This is an optimization exercise on Yosys and OpenROAD, whose aim is small area, a short achievable clock period and few clock cycles, not a production implementation. The RTL was checked by simulation tests, not by an equivalence proof against the original design.

### flow/config.mk
export PLATFORM = sky130hd
export DESIGN_NAME = go_back_n_sender_window
export DESIGN_NICKNAME = go_back_n_sender_window
export VERILOG_FILES = /design/flow/design.v
export SDC_FILE = /design/flow/constraint.sdc
export NUM_CORES = 4
export LEC_CHECK = 0
export CAP_MARGIN = 20
export CORE_MARGIN = 2
export CORE_UTILIZATION = 40
export SLEW_MARGIN = 20
### flow/constraint.sdc
create_clock -name core_clock -period 5.5 [get_ports {clk}]
set_input_delay 1.1000 -clock core_clock [delete_from_list [all_inputs] [get_ports {clk}]]
set_output_delay 1.1000 -clock core_clock [all_outputs]
set_load 0.01 [all_outputs]
### flow/design.v
package gbn_pkg;
    typedef logic [1:0] op_t;
    localparam op_t OP_SEND = 2'd0;
    localparam op_t OP_ACK  = 2'd1;
    localparam op_t OP_TICK = 2'd2;
    localparam op_t OP_NONE = 2'd3;
    typedef logic [2:0] event_t;
    localparam event_t EV_SENT    = 3'd0;
    localparam event_t EV_REFUSED = 3'd1;
    localparam event_t EV_ACK_OK  = 3'd2;
    localparam event_t EV_ACK_IGN = 3'd3;
    localparam event_t EV_RESENT  = 3'd4;
    localparam logic REG_WINDOW  = 1'b0;
    localparam logic REG_TIMEOUT = 1'b1;
    localparam int WIN_W       = 5;
    localparam int TIMEOUT_W   = 20;
    localparam int CFG_W       = 20;
    localparam int SEQ_OUT_W   = 7;
    localparam int SLOT_OUT_W  = 4;
    localparam int TIME_W      = 32;
    localparam int WINDOW_RESET = 10;
    localparam logic [TIMEOUT_W-1:0] TIMEOUT_RESET = 20'd100000;
    typedef struct packed {
        logic   capture;
        logic   time_tick;
        logic   walk_start;
        logic   walk_step;
        logic   do_send;
        logic   ack_release;
        logic   stamp;
        logic   diff_load;
        logic   emit;
        logic   last;
        event_t ev;
    } cmd_t;
    typedef struct packed {
        logic full;
        logic empty;
        logic walk_end;
        logic match;
        logic timeout;
        logic resend_last;
        logic out_free;
    } status_t;
endpackage
module go_back_n_sender_window #(
    parameter int MAX_SLOTS        = 16,
    parameter int SEQUENCE_MODULUS = 127
) (
    input  logic        clk,
    input  logic        rst_n,
    input  logic        cfg_write,
    input  logic        cfg_index,
    input  logic [19:0] cfg_data,
    input  logic        in_valid,
    output logic        in_stall,
    input  logic [1:0]  operation,
    input  logic [6:0]  ack_sequence,
    output logic        out_valid,
    input  logic        out_stall,
    output logic [2:0]  event_res,
    output logic [6:0]  sequence_res,
    output logic [3:0]  slot,
    output logic [3:0]  released_count,
    output logic        last
);
    logic       e_v;
    logic [1:0] e_op;
    logic [6:0] e_ack;
    logic [3:0]  lm1;       
    logic [19:0] tmo;
    logic [3:0]  oldest, newest, cnt;
    logic [6:0]  s, os;     
    logic [19:0] now;
    logic [19:0] stamp [16];
    logic        rs_active;
    logic [3:0]  rem;
    logic        pend;      
    logic        ov;
    logic [2:0]  o_ev;
    logic [6:0]  o_seq;
    logic [3:0]  o_slot, o_rel;
    logic        o_last;
    logic out_free, exec;
    assign out_free = !ov || !out_stall;
    assign exec     = e_v && !rs_active && out_free;
    assign in_stall = e_v && !exec;
    logic is_send, is_ack, is_tick;
    assign is_send = (e_op == 2'd0);
    assign is_ack  = (e_op == 2'd1);
    assign is_tick = (e_op == 2'd2);
    logic full, empty;
    assign full  = (cnt == lm1);
    assign empty = (cnt == 4'd0);
    function automatic logic [3:0] ring_inc(input logic [3:0] p, input logic [3:0] m1);
        ring_inc = (p == m1) ? 4'd0 : p + 4'd1;
    endfunction
    function automatic logic [6:0] seq_inc(input logic [6:0] q);
        seq_inc = (q == 7'd126) ? 7'd0 : q + 7'd1;
    endfunction
    logic [7:0] adiff;
    logic [6:0] adist;
    logic       found;
    logic [4:0] psum, ksum;
    logic [3:0] ack_slot, ack_next, ack_k;
    assign adiff = {1'b0, e_ack} - {1'b0, os};
    assign adist  = adiff[7] ? (adiff[6:0] - 7'd1) : adiff[6:0];
    assign found = (e_ack != 7'd127) && (adist < {3'd0, cnt});
    assign ack_k = adist[3:0] + 4'd1;
    assign psum  = {1'b0, oldest} + {1'b0, adist[3:0]};
    assign ksum  = {1'b0, oldest} + {1'b0, adist[3:0]} + 5'd1;
    assign ack_slot = (psum > {1'b0, lm1}) ? 4'(psum - {1'b0, lm1} - 5'd1) : psum[3:0];
    assign ack_next = (ksum > {1'b0, lm1}) ? 4'(ksum - {1'b0, lm1} - 5'd1) : ksum[3:0];
    logic [19:0] age;
    logic        expired, fire;
    assign age     = now - stamp[oldest];
    assign expired = pend ? (tmo == 20'd0) : (age >= tmo);
    assign fire    = is_tick && !empty && expired;
    logic [3:0] lm1_wr;
    always_comb
    begin
        if (cfg_data[4:0] < 5'd2)
            lm1_wr = 4'd1;
        else if (cfg_data[4:0] > 5'd16)
            lm1_wr = 4'd15;
        else
            lm1_wr = 4'(cfg_data[4:0] - 5'd1);
    end
    always_ff @(posedge clk or negedge rst_n)
    begin
        if (!rst_n)
        begin
            e_v       <= 1'b0;
            lm1       <= 4'd9;
            tmo       <= 20'd100000;
            oldest    <= 4'd0;
            newest    <= 4'd0;
            cnt       <= 4'd0;
            s         <= 7'd0;
            os        <= 7'd0;
            now       <= 20'd0;
            rs_active <= 1'b0;
            pend      <= 1'b0;
            ov        <= 1'b0;
        end
        else
        begin
            if (!in_stall)
                e_v <= in_valid;
            pend <= 1'b0;
            if (out_free)
                ov <= rs_active || (exec && (is_send || (is_ack) || fire));
            if (rs_active && out_free)
                rs_active <= (rem != 4'd1);
            if (exec)
            begin
                if (is_send && !full)
                begin
                    newest <= ring_inc(newest, lm1);
                    s      <= seq_inc(s);
                    cnt    <= cnt + 4'd1;
                end
                if (is_ack && found)
                begin
                    oldest <= ack_next;
                    os     <= seq_inc(e_ack);
                    cnt    <= cnt - ack_k;
                end
                if (is_tick)
                    now <= now + 20'd1;
                if (fire)
                begin
                    rs_active <= (cnt != 4'd1);
                    pend      <= 1'b1;
                end
            end
            if (cfg_write)
            begin
                if (cfg_index == 1'b0)
                begin
                    lm1    <= lm1_wr;
                    oldest <= 4'd0;
                    newest <= 4'd0;
                    cnt    <= 4'd0;
                    os     <= s;
                end
                else
                    tmo <= cfg_data;
            end
        end
    end
    always_ff @(posedge clk)
    begin
        if (!in_stall)
        begin
            e_op  <= operation;
            e_ack <= ack_sequence;
        end
        if (rs_active && out_free)
            rem <= rem - 4'd1;
        else if (exec && fire)
            rem <= cnt - 4'd1;
        if (out_free)
        begin
            if (rs_active)
            begin
                o_ev   <= 3'd4;
                o_seq  <= seq_inc(o_seq);
                o_slot <= ring_inc(o_slot, lm1);
                o_rel  <= 4'd0;
                o_last <= (rem == 4'd1);
            end
            else
            begin
                o_last <= 1'b1;
                o_rel  <= 4'd0;
                if (is_send)
                begin
                    o_ev   <= full ? 3'd1 : 3'd0;
                    o_seq  <= full ? 7'd0 : s;
                    o_slot <= full ? 4'd0 : newest;
                end
                else if (is_ack)
                begin
                    o_ev   <= found ? 3'd2 : 3'd3;
                    o_seq  <= e_ack;
                    o_slot <= found ? ack_slot : 4'd0;
                    o_rel  <= found ? ack_k : 4'd0;
                end
                else
                begin
                    o_ev   <= 3'd4;
                    o_seq  <= os;
                    o_slot <= oldest;
                    o_last <= (cnt == 4'd1);
                end
            end
        end
    end
    always_ff @(posedge clk)
    begin
        for (int i = 0; i < 16; i++)
            if (pend || (newest == 4'(i)))
                stamp[i] <= now;
    end
    assign out_valid      = ov;
    assign event_res      = o_ev;
    assign sequence_res   = o_seq;
    assign slot           = o_slot;
    assign released_count = o_rel;
    assign last           = o_last;
endmodule
### flow/run.sh
#!/bin/bash
# synth_recipe.tcl (not shown) runs the flow's synth.tcl, then flattens the netlist and writes it again
# the make line also repeats each setting of config.mk as NAME=value (left out here)
make -C /OpenROAD-flow-scripts/flow DESIGN_CONFIG=/design/flow/config.mk WORK_HOME=/design/flow/orfs CLKGATE_MAP_FILE= SYNTH_SCRIPT=/design/flow/synth_recipe.tcl finish
==> out/results.ini, run 1 <==
[drt]
first_pass_iters = 5
first_iter_violations = 1475
ant_nets = 0
drc_errors = 0
detail_route.wl_per_cell_um = 24.5
num_vias = 13300
route.final.wire_length_um = 55800
viasPerCell = 5.86

[finish]
layout-drive-gt1-share_pct = 14.5
fin_cells = 2271
finish.utilization_pct = 47.3
fin_nets = 1740
syn2layout_area_growth_pct = 17.6

[global_routing]
grt_pass1_wl_um = 82300
grt_pass1_vias = 12800
grt_max_degree = 56
grt-ovfl-total = 0
antenna_found_initial = 0
grt_use_total_pct = 22.0

[worst_setup_path]
arrival_ps = 5570
worstSetupEndpointType = flop
max_stage_delay_ps = 500
r2r.worst_path.cells = 25
cp_max_fo = 9
start_kind = flop
critPathSlowestCell = dfrtp_2
critical_path_class = flop to flop
crit_required_ps = 5800

[clocking]
clock_sinks = 426
cts_tree = built
cts_inserted_buffers = 45
htree_levels = 2
cts-root-buf = clkbuf_16
clk_pin_slew_ps = 60
clockBufferDepth = 3
clock_latency_ps = 590

[synth]
yosysWarnings = 2
postSynthAreaPerCell_sq_um = 13.2
syn_area_sq_um = 19600
ys.flop_type = edfxtp_1
synth-edff-count = 352
synth_async_sr_flop_share_pct = 17.4
synth.largest_area_cell = edfxtp_1
yosys_register_bits = 426
yosys.area.top_type_share_pct = 54.0
syn_nets = 1609
ys_types = 68
synth_cells = 1480
yosysSeqAreaShare_pct = 63.5
synth_area_leaders = edfxtp_1 54%, dfrtp_1 8.4%, ha_1 5.6%

[floorplanning]
row_count = 81
core_area_sq_um = 48600
design.die.area_sq_um = 50700
start_util_pct = 40.2
dieWidth_um = 225
die_h_um = 225
ioPinCount = 56

[timing]
slew-limit-headroom_pct = 25.1
worst_clock_skew_ps = 20.6
setup_ws_ps = 234
slew_viol_final = 0
timing.fmax_mhz = 190
worstMarginPinSlew_ps = 1120
fin_crit_sh_pct = 95.8
layout_min_cycle_time_ps = 5270
finalSetupViolations = 0
final_hold_viol_count = 0

[worst_hold_path]
hold_class = input pin to async pin

[placed_design]
placed_cells = 2184
numPortBuffers = 55
hpwl_um = 36300
gp_congestion = 0.866
place_ws_ps = -78.7

[outcome]
run_status = finished clean

[job]
drv_cap = 0

## area by class of cell
cell class / count / area, sq um
fill: 4301 / 25600
sequential: 426 / 12400
multi-input combinational: 922 / 6770
timing repair buffer: 144 / 1240
clock buffer: 51 / 1160
tap: 622 / 778
clock inverter: 32 / 349
inverter: 72 / 270
antenna: 2 / 5.00
## worst max-delay path: cells and delay by family, from the launching register on
family | cells | cell delay, ps
AO/OA/AOI/OAI | 11 | 1960
XOR/XNOR | 1 | 170
buffers and inverters | 2 | 430
flip-flops | 1 | 500
AND/OR/NAND/NOR | 9 | 1190
adder cells (fa/ha/maj) | 2 | 720
## cells by family (layout without fill, tap and decap cells)
logic type	after synthesis	in the layout	share of synthesized area, %
DFF	426	426	63.5
AOI/OAI and AO/OA	392	392	13.9
and+or+nand+nor	327	327	8.42
buffers and inverters	132	299	2.63
adders and majority gates	94	94	6.24
xor gates and xnor gates	83	83	3.79
muxes	26	26	1.45
other	0	2	0
## what timing repair did
| action | in CTS | in global routing |
|---|---|---|
| pin swaps | 0 | 2 |
| gates resized for setup | 1 | 26 |
| setup endpoints to repair | 5 | 9 |
| setup buffers | 0 | 2 |
| hold buffers | 0 | 0 |
## through the flow
stage | hold slack (ps) | setup TNS (ps) | cell area (sq um)
3_5_place_dp | 524 | -356 | 21400
2_1_floorplan | 472 | 0 | 19600
3_3_place_gp | 521 | 0 | 21400
5_1_grt | 427 | -62.2 | 23000
4_1_cts | 422 | 0 | 22900
6_report | 423 | 0 | 23000
## layer usage
metal	vias to the layer above	part of all wire (%)	wire length, um	track usage, %
li1	5973	-	-	-
met1	6701	44	24700	31.4
met2	549	45	25000	33.5
met3	92	8.2	4550	4.85
met4	0	2.7	1500	6.67
met5	-	0	0	0
## sequential cells by signal, indices dropped and copies added, names as in the netlist, 4 cells and up
signal,flops
stamp,320
now,20
tmo,20
e_ack,7
o_seq,7
os,7
s,7
cnt,4
lm1,4
newest,4
o_rel,4
o_slot,4
oldest,4
rem,4
## path summary, 6_finish.rpt
| check | from | end | slack, ps |
|---|---|---|---|
| max | oldest[1] | rem[0] | 230 |
| min | rst_n | now[3] | 420 |
| max reg2reg | oldest[1] | rem[0] | 230 |
| min reg2reg | tmo[1] | tmo[1] | 530 |
| max in group asynchronous | rst_n | oldest[3] | 3980 |
| min in group core_clock | tmo[1] | tmo[1] | 530 |
## cells in the mapped netlist, drive strengths merged, types with 3 or more instances
library cell  number
edfxtp           352
a22oi            107
ha                88
a21oi             78
nor2              74
inv               72
dfrtp             66
nand2             59
xnor2             55
nand3             53
o21ai             47
clkbuf            46
nand4             37
a21o              34
xor2              27
o22ai             24
nor3              20
a221oi            19
mux2              19
a22o              18
nand2b            17
nor2b             17
and3              15
buf               14
a31oi              8
dfstp              8
and2               7
mux2i              7
o211ai             7
o221ai             7
a211oi             6
a31o               6
fa                 6
nor4               6
o31ai              6
and4               4
or2                4
or3                4
a21boi             3
o21bai             3
or4                3
## placed cells by master (no fill, tap or decap), types with 55 or more instances in the layout
master,instances
edfxtp_1,352
a22oi_1,107
ha_1,88
buf_4,88
a21oi_1,77
inv_1,72
nor2_1,65
dfrtp_1,63
xnor2_1,55
nand2_1,55
Testbench counts, summed over its fixed seeds: cycles 8,214.
==> run 2: changes to the inputs <==
--- a/flow/design.v
+++ b/flow/design.v
@@ -66,13 +66,17 @@
 );
     logic       e_v;
     logic [1:0] e_op;
-    logic [6:0] e_ack;
+    logic [6:0] e_a;
     logic [3:0]  lm1;       
     logic [19:0] tmo;
     logic [3:0]  oldest, newest, cnt;
     logic [6:0]  s, os;     
     logic [19:0] now;
+    logic [19:0] ylo;       
+    logic        zge;       
+    logic [3:0]  ph_old, ph_new;
     logic [19:0] stamp [16];
+    logic [19:0] ost;       
     logic        rs_active;
     logic [3:0]  rem;
     logic        pend;      
@@ -98,23 +102,26 @@
     function automatic logic [6:0] seq_inc(input logic [6:0] q);
         seq_inc = (q == 7'd126) ? 7'd0 : q + 7'd1;
     endfunction
-    logic [7:0] adiff;
-    logic [6:0] adist;
-    logic       found;
+    logic       a_lt_os, a_lt_s, wrap, found;
+    logic [3:0] d4, k4, ph_idx;
     logic [4:0] psum, ksum;
-    logic [3:0] ack_slot, ack_next, ack_k;
-    assign adiff = {1'b0, e_ack} - {1'b0, os};
-    assign adist  = adiff[7] ? (adiff[6:0] - 7'd1) : adiff[6:0];
-    assign found = (e_ack != 7'd127) && (adist < {3'd0, cnt});
-    assign ack_k = adist[3:0] + 4'd1;
-    assign psum  = {1'b0, oldest} + {1'b0, adist[3:0]};
-    assign ksum  = {1'b0, oldest} + {1'b0, adist[3:0]} + 5'd1;
+    logic [3:0] ack_slot, ack_next;
+    assign a_lt_os = (e_a < os);
+    assign a_lt_s  = (e_a < s);
+    assign wrap    = (os > s);
+    assign found   = (e_a != 7'd127) &&
+                     (wrap ? (!a_lt_os || a_lt_s) : (!a_lt_os && a_lt_s));
+    assign d4     = e_a[3:0] - os[3:0] - {3'd0, a_lt_os};
+    assign k4     = e_a[3:0] - os[3:0] + {3'd0, !a_lt_os};
+    assign ph_idx = ph_old + k4;
+    assign psum   = {1'b0, oldest} + {1'b0, d4};
+    assign ksum   = {1'b0, oldest} + {1'b0, k4};
     assign ack_slot = (psum > {1'b0, lm1}) ? 4'(psum - {1'b0, lm1} - 5'd1) : psum[3:0];
     assign ack_next = (ksum > {1'b0, lm1}) ? 4'(ksum - {1'b0, lm1} - 5'd1) : ksum[3:0];
-    logic [19:0] age;
-    logic        expired, fire;
-    assign age     = now - stamp[oldest];
-    assign expired = pend ? (tmo == 20'd0) : (age >= tmo);
+    logic g_ge, n_lt, expired, fire;
+    assign g_ge    = (ylo >= ost);
+    assign n_lt    = (now < ost);
+    assign expired = pend ? (tmo == 20'd0) : (n_lt ? (zge || g_ge) : (zge && g_ge));
     assign fire    = is_tick && !empty && expired;
     logic [3:0] lm1_wr;
     always_comb
@@ -139,6 +146,8 @@
             s         <= 7'd0;
             os        <= 7'd0;
             now       <= 20'd0;
+            ph_old    <= 4'd0;
+            ph_new    <= 4'd0;
             rs_active <= 1'b0;
             pend      <= 1'b0;
             ov        <= 1'b0;
@@ -149,7 +158,7 @@
                 e_v <= in_valid;
             pend <= 1'b0;
             if (out_free)
-                ov <= rs_active || (exec && (is_send || (is_ack) || fire));
+                ov <= rs_active || (exec && (is_send || is_ack || fire));
             if (rs_active && out_free)
                 rs_active <= (rem != 4'd1);
             if (exec)
@@ -157,14 +166,16 @@
                 if (is_send && !full)
                 begin
                     newest <= ring_inc(newest, lm1);
+                    ph_new <= ph_new + 4'd1;
                     s      <= seq_inc(s);
                     cnt    <= cnt + 4'd1;
                 end
                 if (is_ack && found)
                 begin
                     oldest <= ack_next;
-                    os     <= seq_inc(e_ack);
-                    cnt    <= cnt - ack_k;
+                    ph_old <= ph_idx;
+                    os     <= seq_inc(e_a);
+                    cnt    <= cnt - k4;
                 end
                 if (is_tick)
                     now <= now + 20'd1;
@@ -182,6 +193,7 @@
                     oldest <= 4'd0;
                     newest <= 4'd0;
                     cnt    <= 4'd0;
+                    ph_old <= ph_new;
                     os     <= s;
                 end
                 else
@@ -193,12 +205,29 @@
     begin
         if (!in_stall)
         begin
-            e_op  <= operation;
-            e_ack <= ack_sequence;
-        end
-        if (rs_active && out_free)
-            rem <= rem - 4'd1;
-        else if (exec && fire)
+            e_op <= operation;
+            e_a  <= ack_sequence;
+        end
+        if (exec && is_tick)
+        begin
+            ylo <= ylo + 20'd1;
+            zge <= (now == 20'hFFFFF) ? (tmo == 20'd0) : (zge || (ylo == 20'hFFFFF));
+        end
+        else
+        begin
+            ylo <= now - tmo;
+            zge <= (now >= tmo);
+        end
+        if (pend || empty)
+            ost <= now;
+        else if (exec && is_ack && found)
+            ost <= stamp[ph_idx];
+        if (rs_active)
+        begin
+            if (out_free)
+                rem <= rem - 4'd1;
+        end
+        else
             rem <= cnt - 4'd1;
         if (out_free)
         begin
@@ -223,9 +252,9 @@
                 else if (is_ack)
                 begin
                     o_ev   <= found ? 3'd2 : 3'd3;
-                    o_seq  <= e_ack;
+                    o_seq  <= e_a;
                     o_slot <= found ? ack_slot : 4'd0;
-                    o_rel  <= found ? ack_k : 4'd0;
+                    o_rel  <= found ? k4 : 4'd0;
                 end
                 else
                 begin
@@ -240,7 +269,7 @@
     always_ff @(posedge clk)
     begin
         for (int i = 0; i < 16; i++)
-            if (pend || (newest == 4'(i)))
+            if (pend || (ph_new == 4'(i)))
                 stamp[i] <= now;
     end
     assign out_valid      = ov;
==> out/results.ini, run 2 <==
[timing]
worstMarginPinSlew_ps = 1020  ; -105 ps
layout_min_cycle_time_ps = 5160  ; -108 ps
slew-limit-headroom_pct = 31.3  ; +6.2 points
worst_clock_skew_ps = 29.7  ; +9.16 ps
setup_tns_ps = 0  ; unchanged
fin_crit_sh_pct = 93.8  ; -2.0 points
timing.fmax_mhz = 194  ; +2.1%
worst_hold_slack_ps = 456  ; +33.1 ps
rsz0062_at_grt = false
final_hold_viol_count = 0  ; unchanged
slew_viol_final = 0  ; unchanged
finalSetupViolations = 0  ; unchanged

[finish]
final_cell_mix = 372 x edfxtp_1, 165 x nand2_1, 127 x ha_1
multi_input_area_sq_um = 9400  ; +39%
diodes = 0  ; -2
seq_area_sq_um = 13700  ; +9.8%
largest_reg_flops = 320  ; unchanged
fin_nets = 2195  ; +26%
layout-drive-gt1-share_pct = 11.0  ; -3.5 points
layout_commonest_cell = edfxtp_1
syn2layout_area_growth_pct = 14.1
nFillCells = 5231  ; +22%
top_register = stamp

[synth]
synth_top_family_by_area = compound AO/OA/AOI/OAI gates
synth_async_sr_flop_share_pct = 17.3  ; -0.11 points
yosys.area_share.simple_pct = 10.1  ; +1.6 points
postSynthAreaPerCell_sq_um = 12.2  ; -7.6%
synth_area_leaders = edfxtp_1 47%, dfrtp_1 7.8%, ha_1 6.8%
synth_common_cells = 372 x edfxtp_1, 165 x nand2_1, 128 x ha_1, 120 x nor2_1, 109 x o21ai_0
synth-adder-area-share_pct = 7.52  ; +1.3 points
yosys_register_bits = 475  ; +12%
synth_compound_area_share_pct = 11.9  ; -2.0 points
synth.most_common_cell = edfxtp_1
synth-edff-count = 372  ; +5.7%
synth.area.mux_share_pct = 6.08  ; +4.6 points
yosysSeqAreaShare_pct = 57.6  ; -5.9 points
synth_cells = 1940  ; +31%
syn_area_sq_um = 23700  ; +21%
synth.largest_area_cell = edfxtp_1
ys.flop_type = edfxtp_1
ys_types = 81  ; +19%
syn_nets = 2111  ; +31%
yosys.area.top_type_share_pct = 47.1  ; -6.9 points
yosysWarnings = 2  ; unchanged
synth_xor_area_share_pct = 3.84  ; +0.047 points

[drt]
route.final.wire_length_um = 62900  ; +13%
ant_nets = 0  ; unchanged
met3_length_um = 3750  ; -18%
first_pass_iters = 7  ; +2
first_iter_violations = 1441  ; -2.3%
num_vias = 16000  ; +21%
dr_wl_met2_um = 30100  ; +20%
wl_met1_um = 27400  ; +11%
detail_route.wl_per_cell_um = 22.2  ; -9.5%
dr.max_layer_used = met4
drc_errors = 0  ; unchanged
viasPerCell = 5.67  ; -3.4%

[worst_setup_path]
reg2reg_to = ost[14]
worstSetupEndpointType = flop
r2r-start = e_a[0]
path_cells = inv_1 -> ha_1 -> nor2b_1 -> o21a_1 -> o31ai_1 -> a21oi_1 -> inv_1 -> ha_1 -> ha_2 -> fa_4 -> and2_1 -> nor4_1 -> a2111oi_0 -> a21oi_1 -> nor2_1 -> o22a_1 -> o21ai_0
cp_max_fo = 34  ; +25
r2r.worst_path.cells = 17  ; -32%
critPathSlowestCell = fa_4
start_kind = flop
path_delay_family = adder cells
arrival_ps = 5500  ; -70 ps
worst-r2r-setup-slack_ps = 340  ; +110 ps
crit_required_ps = 5840  ; +40 ps
path_buf_inv = 2  ; unchanged
critical_path_class = flop to flop
max_stage_delay_ps = 1060  ; +560 ps

[global_routing]
grt_pass1_vias = 15900  ; +24%
grt_max_degree = 47  ; -16%
grt-ovfl-total = 0  ; unchanged
antenna_found_initial = 0  ; unchanged
grt_pass1_wl_um = 96200  ; +17%
grt_use_total_pct = 20.7  ; -1.3 points

[floorplanning]
start_util_pct = 40.3  ; +0.075 points
design.die.area_sq_um = 61200  ; +21%
row_count = 89  ; +9.9%
core_area_sq_um = 58800  ; +21%
dieWidth_um = 247  ; +9.9%
die_h_um = 247  ; +9.9%
ioPinCount = 56  ; unchanged

[clocking]
clock_latency_ps = 630  ; +40 ps
cts-root-buf = clkbuf_16
clockBufferDepth = 3  ; unchanged
clk_pin_slew_ps = 60  ; about the same
hold_buffers = 0  ; unchanged
clock_sinks = 475  ; +12%
cts_tree = built
cts_inserted_buffers = 50  ; +11%
htree_levels = 2  ; unchanged

[placed_design]
gp_congestion = 0.874  ; +0.83%
hpwl_um = 40500  ; +12%
numPortBuffers = 55  ; unchanged

[outcome]
run_status = finished clean

[worst_hold_path]
hold_class = input pin to async pin

[job]
drv_cap = 0  ; unchanged

==> run 2: cell count changes in the layout (fill, tap and decap cells not counted), sizes merged, moves of 31 or more <==
| cell | delta |
|---|---|
| a21oi | +31 |
| nand2 | +106 |
| o21ai | +64 |
| nor2 | +47 |
| a22oi | -87 |
| ha | +40 |
| buf | -32 |
==> run 2: cells by family (layout without fill, tap and decap cells) <==
| logic type | Yosys count | after routing |
|---|---|---|
| xor gates and xnor gates | 103 | 103 |
| AOI/OAI and AO/OA | 437 | 437 |
| muxes | 104 | 104 |
| adders and majority gates | 138 | 138 |
| and+or+nand+nor | 504 | 504 |
| buffers and inverters | 179 | 299 |
| DFF | 475 | 475 |
==> run 2: worst max path at each step <==
stage / slack (ps) / startpoint / endpoint / cells after the start
after floorplan: 900 / e_a[1] / oldest[1] / 22
after global placement: 440 / os[1] / ost[8] / 21
after detailed placement: 370 / e_a[0] / ost[14] / 17
after CTS: 350 / e_a[0] / ost[14] / 17
after global routing: 40 / e_a[0] / oldest[2] / 22
final: 340 / e_a[0] / ost[14] / 17
==> run 2: final cells by class <==
type                       instances  share of cell area, %
clock inverter                    30                   1.02
sequential                       475                   50.5
tap                              773                   3.58
inverter                          99                   1.38
multi-input combinational       1286                   34.8
timing repair buffer             112                   3.89
clock buffer                      58                   4.82
==> run 2: timing repair <==
action | 4_1_cts | 5_1_grt
setup buffers | 0 | 6
endpoints found under the setup margin | 0 | 2
gates resized for setup | 0 | 1
==> run 2: per-layer routing <==
metal,up-vias,global-route usage (%)
met3,113,3.43
met2,513,34.2
met4,0,6.29
met1,7976,28.0
met5,-,0
li1,7447,-
==> run 2: metrics by stage <==
step / instances / cell area (sq um) / util [%] / worst slack [ps]
floorplan: 1940 / 23700 / - / 898
global placement: 2739 / 25400 / 43.2 / 441
detailed placement: 2739 / 25400 / 43.2 / 367
CTS: 2827 / 27000 / 45.8 / 352
global route: 2833 / 27000 / 46.0 / 35.5
finish: 2833 / 27000 / 46.0 / 342
Testbench counts of run 2, summed over its fixed seeds: cycles 8,214.

[re-timing with driven ports]
In the flow no input, the clock included, has a driving cell. The finished layouts below were timed again as built, in two steps. Step 1 (the two cells are an assumption about what drives the block):
set clk [get_ports {clk}]
set_driving_cell -lib_cell sky130_fd_sc_hd__clkbuf_16 $clk
set_driving_cell -lib_cell sky130_fd_sc_hd__buf_2 [delete_from_list [all_inputs] $clk]
Step 2 adds t to the input delays and takes it off the output delays; t is the mean of the earliest and latest rising clock arrival at the registers after step 1. Input paths then give back, and output paths get back, about the clock's delay inside the block. a / b / c = no drivers / after step 1 / after step 2; a / b = the first two.
| run | t, ns | setup slack, ns | slew at the worst register clock pin (ns) |
|---|---|---|---|
| run 1 | 0.632 | 0.234 / 0.234 / 0.234 | 0.07 / 0.07 |
| run 2 | 0.667 | 0.342 / 0.342 / 0.342 | 0.07 / 0.07 |
After both steps setup and hold are still met in every run listed.
